From an optimization exercise on the open Yosys and OpenROAD flow, aimed at small area, a short achievable clock period and few clock cycles; shortcuts taken in it are not production practice.
In this exercise RTL edits were held to simulation tests only and were not proved equivalent to the original.

[flow/config.mk]
export PLATFORM = sky130hd
export DESIGN_NAME = vnlp_engine
export DESIGN_NICKNAME = vnlp_engine
export VERILOG_FILES = /design/flow/design.v
export SDC_FILE = /design/flow/constraint.sdc
export NUM_CORES = 4
export LEC_CHECK = 0
export CAP_MARGIN = 20
export CORE_MARGIN = 2
export CORE_UTILIZATION = 40
export SLEW_MARGIN = 20
[flow/design.v]
package vnlp_pkg;
   typedef enum logic [1:0] {
      IDLE   = 2'd0,
      ISSUE  = 2'd1,
      WAIT   = 2'd2,
      DONE_S = 2'd3
   } state_e;
   localparam logic MODE_L2SQ = 1'b0;
   localparam logic MODE_L1   = 1'b1;
endpackage
module vnlp_mac #(
   parameter int DW   = 24,
   parameter int ACCW = 2*DW-1
) (
   input  logic                 clk,
   input  logic                 rst_n,
   input  logic                 clear_i,
   input  logic                 en_i,
   input  logic                 mode_i,
   input  logic signed [DW-1:0] data_i,
   output logic [ACCW-1:0]      acc_o,
   output logic                 sat_o
);
   localparam int TW = 2*DW;
   localparam int SW = (ACCW + 1 > TW) ? ACCW + 1 : TW + 1;
   logic [TW-1:0]   term_d, term_p1_q;
   logic            vld_p1_q;
   logic [ACCW-1:0] acc_q, acc_d;
   logic            sat_q, sat_d;
   function automatic logic [TW-1:0] f_square(input logic signed [DW-1:0] x);
      logic signed [TW-1:0] xe;
      xe = TW'(x);
      f_square = $unsigned(xe * xe);
   endfunction
   function automatic logic [TW-1:0] f_abs(input logic signed [DW-1:0] x);
      logic signed [DW:0] xe;
      xe = (DW+1)'(x);
      if (xe < 0) xe = -xe;
      f_abs = TW'($unsigned(xe));
   endfunction
   function automatic logic [SW-1:0] f_sum(input logic [ACCW-1:0] a,
                                           input logic [TW-1:0]   t);
      f_sum = SW'(a) + SW'(t);
   endfunction
   always_comb begin
      logic [SW-1:0] sum;
      term_d = '0;
      unique case (mode_i)
         vnlp_pkg::MODE_L2SQ: term_d = f_square(data_i);
         vnlp_pkg::MODE_L1:   term_d = f_abs(data_i);
         default:   term_d = '0;
      endcase
      acc_d = acc_q;
      sat_d = sat_q;
      sum   = f_sum(acc_q, term_p1_q);
      if (vld_p1_q && !sat_q) begin
         if (|sum[SW-1:ACCW]) begin
            acc_d = '1;
            sat_d = 1'b1;
         end else begin
            acc_d = sum[ACCW-1:0];
         end
      end
   end
   always_ff @(posedge clk or negedge rst_n) begin
      if (!rst_n) begin
         term_p1_q <= '0;
         vld_p1_q  <= 1'b0;
         acc_q     <= '0;
         sat_q     <= 1'b0;
      end else if (clear_i) begin
         term_p1_q <= '0;
         vld_p1_q  <= 1'b0;
         acc_q     <= '0;
         sat_q     <= 1'b0;
      end else begin
         term_p1_q <= term_d;
         vld_p1_q  <= en_i;
         acc_q     <= acc_d;
         sat_q     <= sat_d;
      end
   end
   assign acc_o = acc_q;
   assign sat_o = sat_q;
endmodule
module vnlp_engine #(
   parameter int DW      = 24,
   parameter int AW      = 9,
   parameter int NELEM   = 1,
   parameter int LW      = 7,
   parameter int ACCW    = 2*DW-1,
   parameter int LEN_MAX = 2**LW-1
) (
   input  logic                 clk,
   input  logic                 rst_n,
   input  logic                 START,
   input  logic [AW-1:0]        HEAD,
   input  logic                 NORM_MODE,
   output logic                 DONE,
   output logic [ACCW-1:0]      NORM2,
   output logic [LW-1:0]        LEN,
   output logic                 ERR,
   output logic                 SAT,
   output logic [AW-1:0]        rd_addr1,
   output logic [AW-1:0]        rd_addr2,
   input  logic [DW-1:0]        rd_data1,
   input  logic [DW-1:0]        rd_data2
);
   localparam int KW = (NELEM > 1) ? $clog2(NELEM) : 1;
   vnlp_pkg::state_e          state_q, state_d;
   logic [AW-1:0]   head_q, head_d;
   logic [AW-1:0]   addr1_q, addr1_d;
   logic [AW-1:0]   addr2_q, addr2_d;
   logic            mode_q, mode_d;
   logic [KW-1:0]   k_q, k_d;
   logic [LW-1:0]   len_q, len_d;
   logic            err_q, err_d;
   logic            done_q, done_d;
   logic            ivld_q;
   logic            start_ok;
   logic [AW-1:0]   link;
   logic [ACCW-1:0] mac_acc;
   logic            mac_sat;
   logic signed [DW-1:0] elem;
   assign link = rd_data1[AW-1:0];
   assign elem = rd_data2;
   generate
      if (DW > AW) begin : g_link_pad
         logic unused_link_hi;
         assign unused_link_hi = ^rd_data1[DW-1:AW];
      end
   endgenerate
   always_comb begin
      state_d  = state_q;
      head_d   = head_q;
      addr1_d  = addr1_q;
      addr2_d  = addr2_q;
      mode_d   = mode_q;
      k_d      = k_q;
      len_d    = len_q;
      err_d    = err_q;
      done_d   = done_q;
      start_ok = 1'b0;
      unique case (state_q)
         vnlp_pkg::IDLE, vnlp_pkg::DONE_S: begin
            if (START) begin
               start_ok = 1'b1;
               head_d   = HEAD;
               mode_d   = NORM_MODE;
               addr1_d  = HEAD;
               addr2_d  = HEAD + 1'b1;
               k_d      = '0;
               len_d    = '0;
               err_d    = 1'b0;
               done_d   = 1'b0;
               state_d  = vnlp_pkg::ISSUE;
            end else if (state_q == vnlp_pkg::DONE_S) begin
               done_d = 1'b1;
            end
         end
         vnlp_pkg::ISSUE: begin
            if (k_q == KW'(NELEM-1)) begin
               state_d = vnlp_pkg::WAIT;
            end else begin
               k_d     = k_q + 1'b1;
               addr2_d = addr2_q + 1'b1;
            end
         end
         vnlp_pkg::WAIT: begin
            len_d = len_q + 1'b1;
            if (link == head_q) begin
               err_d   = 1'b0;
               state_d = vnlp_pkg::DONE_S;
            end else if (({1'b0, len_q} + 1'b1) == (LW+1)'(LEN_MAX)) begin
               err_d   = 1'b1;
               state_d = vnlp_pkg::DONE_S;
            end else begin
               k_d     = '0;
               addr1_d = link;
               addr2_d = link + 1'b1;
               state_d = vnlp_pkg::ISSUE;
            end
         end
         default: state_d = vnlp_pkg::IDLE;
      endcase
   end
   always_ff @(posedge clk or negedge rst_n) begin
      if (!rst_n) begin
         state_q <= vnlp_pkg::IDLE;
         head_q  <= '0;
         addr1_q <= '0;
         addr2_q <= '0;
         mode_q  <= vnlp_pkg::MODE_L2SQ;
         k_q     <= '0;
         len_q   <= '0;
         err_q   <= 1'b0;
         done_q  <= 1'b0;
         ivld_q  <= 1'b0;
      end else begin
         state_q <= state_d;
         head_q  <= head_d;
         addr1_q <= addr1_d;
         addr2_q <= addr2_d;
         mode_q  <= mode_d;
         k_q     <= k_d;
         len_q   <= len_d;
         err_q   <= err_d;
         done_q  <= done_d;
         ivld_q  <= (state_q == vnlp_pkg::ISSUE);
      end
   end
   vnlp_mac #(
      .DW   (DW),
      .ACCW (ACCW)
   ) u_mac (
      .clk     (clk),
      .rst_n   (rst_n),
      .clear_i (start_ok),
      .en_i    (ivld_q),
      .mode_i  (mode_q),
      .data_i  (elem),
      .acc_o   (mac_acc),
      .sat_o   (mac_sat)
   );
   assign rd_addr1 = addr1_q;
   assign rd_addr2 = addr2_q;
   assign DONE     = done_q;
   assign NORM2    = mac_acc;
   assign LEN      = len_q;
   assign ERR      = err_q;
   assign SAT      = mac_sat;
endmodule
[flow/constraint.sdc]
create_clock -name core_clock -period 10.0 [get_ports {clk}]
set_input_delay 2.0000 -clock core_clock [delete_from_list [all_inputs] [get_ports {clk}]]
set_output_delay 2.0000 -clock core_clock [all_outputs]
set_load 0.01 [all_outputs]
[flow/run.sh]
#!/bin/bash
# synth_recipe.tcl (not shown) runs the flow's synth.tcl, then flattens the netlist and writes it again
# the make line also repeats each setting of config.mk as NAME=value (left out here)
make -C /OpenROAD-flow-scripts/flow DESIGN_CONFIG=/design/flow/config.mk WORK_HOME=/design/flow/orfs CLKGATE_MAP_FILE= SYNTH_SCRIPT=/design/flow/synth_recipe.tcl finish
==> results.yml <==
run_status:
  status: "no timing/DRC/antenna violations"
worst_setup_path:
  rr_startpoint: "u_mac.term_p1_q[0]$_DFF_PN0_"
  crit_path_start: "rd_data2[21]"
  start_kind: "input pin"
  required_ns: 10.26
  slowest_stage: "clkdlybuf4s50_1"
  endpoint_kind: "flip-flop"
  reg2reg_slack_ns: 5.90
  path_max_fanout: 3
  crit_end: "u_mac.term_p1_q[47]$_DFF_PN0_"
  critical_path.max_stage_delay_ns: 0.66
  path_class: "in -> reg"
  worstRegToRegCells: 13
  worstReg2RegEnd: "u_mac.acc_q[8]$_DFFE_PN0P_"
  arrival_ns: 9.56
routing:
  dr.first_iter.drc_count: 1229
  wl_per_cell_microns: 17.36
  vias: 20060
  drc: 0
  wirelength_microns: 69310
  via_per_inst: 5.024
  drtPass1Iterations: 5
  drtAntennaViolNets: 0
sta:
  period_needed_ns: 9.305
  finalMaxSlewViolations: 0
  finalHoldViolCount: 0
  layout_setup_ws_ns: 0.6948
  slew_headroom: 0.3721
  rsz0062_at_grt: "no"
  clock_skew_ns: 0.01058
  fin_crit_sh: 0.9305
  clock.fmax_mhz: 107.5
  setup_viol: 0
  final.setup.tns_ns: 0
  worst_slew_pin_slew_ns: 0.9418
floorplanning:
  dieHeight_microns: 266.8
  ios: 136
  die_w_microns: 266.8
  die_area_sq_mm: 0.07118
  initial_core_util: 0.4035
  rows: 96
  core_area_sq_mm: 0.06847
run:
  max-cap-violations: 0
synthesis:
  ys_seq_elements: 137
  yosysWarnings: 2
  async_reset_ff_frac: 1.000
  synth.net_count: 3786
  netlist_area_sq_mm: 0.02763
  yosys.area_share.simple: 0.1115
  muxShareOfSynthArea: 0.007020
  synth_ff_type: "dfrtp_1"
  synth_top_area_frac: 0.4036
  synthAdderAreaFrac: 0.4951
  yosys-top-cells-area: "fa_1 40%, dfrtp_1 12%, inv_1 9.4%"
  yosysTopAreaCell: "fa_1"
  ys_seq_area_frac: 0.1241
  synth-edff-count: 0
  synth_compound_area_frac: 0.1053
  synthCells: 2966
  synthXorXnorAreaFrac: 0.04438
  synth_top_family_by_area: "adder cells"
  yosys.cell_types.count: 75
  syn_area_per_cell_sq_um: 9.314
place:
  place_hpwl_microns: 57030
  place_ws_ns: 0.2354
  place.port_buffers: 120
  routabilityCongestion: 0.8925
clock_tree:
  cts_resized: 0
  post_cts_buffers: 0
  clock_latency_ns: 0.42
  cts-root-buf: "clkbuf_16"
  clock_sinks: 137
  path_clk_slew_ns: 0.06
  h-tree-depth: 4
  cts.hold.buffers_added: 0
  cts_tree: "done"
  cts_made_buffers: 17
  clock_path_buffers: 2
worst_hold_path:
  hold_path.class: "reg -> reg"
finish:
  utilization: 0.4549
  final_common_cell: "inv_1"
  syn2layout_area_growth_pct: 12.73
  multi_input_area_sq_mm: 0.02110
  fillCellCount: 6592
  diodes: 0
  drive_gt1_frac: 0.05723
  ff_latch_area_sq_mm: 0.003428
  layout_common_cells: "695 x inv_1, 557 x fa_1, 275 x nand2_1"
  nNetsFinal: 3917
global_routing:
  grt_pass1_vias: 21100
  grt_max_degree: 75
  overflow: 0
  grt_pass1_wl_microns: 113100
  antenna_found_initial: 1
  gr-usage-all-layers: 0.2018
==> critical path: cells and delay by family <==
kind	cells	cell delay [ns]
AO/OA/AOI/OAI	5	1.06
AND/OR/NAND/NOR	4	0.77
XOR/XNOR	1	0.23
buffers and inverters	11	1.68
adder cells (fa/ha/maj)	8	3.80
==> registers in the layout, indices dropped and copies added (netlist names) <==
register,cells
addr2_q,9
head_q,9
u_mac.vld_p1_q,1
err_q,1
addr1_q,9
done_q,1
len_q,7
state_q,2
mode_q,1
ivld_q,1
u_mac.sat_q,1
u_mac.term_p1_q,48
u_mac.acc_q,47
==> kinds of logic after synthesis <==
logic type      Yosys count
buf+inv                 818
flops                   137
mux                      19
fa+ha+maj               759
simple gates            673
xor+xnor                140
compound gates          420
==> Yosys cell counts (5+ instances only) <==
library cell,n
nor3_1,17
and2_1,90
xor2_1,56
a21o_1,64
o21a_1,7
nand4_1,18
a21oi_1,130
nand3_1,25
o21bai_1,9
a221o_1,38
a31oi_1,8
xnor2_1,84
o31ai_1,10
o211ai_1,10
nand2_1,275
a22o_1,5
o21ai_0,61
buf_1,9
a22oi_1,12
ha_1,202
clkbuf_1,106
nor2_1,169
nor2b_1,7
mux2i_1,16
buf_6,5
nor4_1,8
fa_1,557
a211oi_1,17
or2_2,9
inv_1,695
nand2b_1,22
and3_1,11
dfrtp_1,137
or3_1,7
==> area by class of cell <==
type                    count  area share
inverters                 696     0.08389
multi-input cells        2011      0.6776
clock inverters            14    0.006348
well taps                 882     0.03544
flip-flops and latches    137      0.1101
clock buffers              18     0.01378
repair buffers            234     0.07284
==> metrics by stage <==
stage               instance area [sq um]  hold slack (ns)  std cells
floorplan                           27630           0.4277       2966
global route                        31140           0.4651       3992
finish                              31140           0.4530       3992
global placement                    30460           0.4367       3958
detailed placement                  30460           0.4417       3958
CTS                                 31090           0.4524       3990
==> how the worst min path moves through the flow <==
stage | from | to | slack, ns | cells past startpoint
3_5_place_dp | ivld_q$_DFF_PN0_ | u_mac.vld_p1_q$_DFF_PN0_ | 0.44 | 1
2_1_floorplan | ivld_q$_DFF_PN0_ | u_mac.vld_p1_q$_DFF_PN0_ | 0.43 | 1
4_1_cts | ivld_q$_DFF_PN0_ | u_mac.vld_p1_q$_DFF_PN0_ | 0.45 | 1
6_report | ivld_q$_DFF_PN0_ | u_mac.vld_p1_q$_DFF_PN0_ | 0.45 | 1
3_3_place_gp | ivld_q$_DFF_PN0_ | u_mac.vld_p1_q$_DFF_PN0_ | 0.44 | 1
5_1_grt | ivld_q$_DFF_PN0_ | u_mac.vld_p1_q$_DFF_PN0_ | 0.47 | 1
==> layer usage <==
layer	track usage	vias to the layer above	routed length, microns
met5	0	-	13
met2	0.3440	438	33950
met1	0.2755	10140	30910
met3	0.02519	65	3092
li1	-	9411	-
met4	0.04373	2	1342
Testbench counts, summed over its fixed seeds: cycles 51,140.

-- what the ideal ports hide --
Ports are ideal in the flow. The routed layout listed here was re-timed in OpenROAD. Step 1: set_driving_cell puts a clkbuf_16 on clk and a buf_2 on each other input, an assumption about the parent block. Step 2 adds t to the input delays and takes it off the output delays; t is the mean of the earliest and latest rising clock arrival at the registers after step 1. Input paths then give back, and output paths get back, about the clock's delay inside the block. Slacks: ideal / step 1 / step 2; pairs: ideal / step 1.
t, ns: 0.459
setup slack, ns: 0.695 / 0.715 / 0.256
hold slack, ns: 0.453 / 0.453 / 0.453
worst slew at a driven data input, ns: 0.09
pins driven straight from the clock port: 1
After both steps setup and hold are still met in this run. The setup slack of this run moves by +0.020 ns with the drivers and by -0.439 ns with both steps.
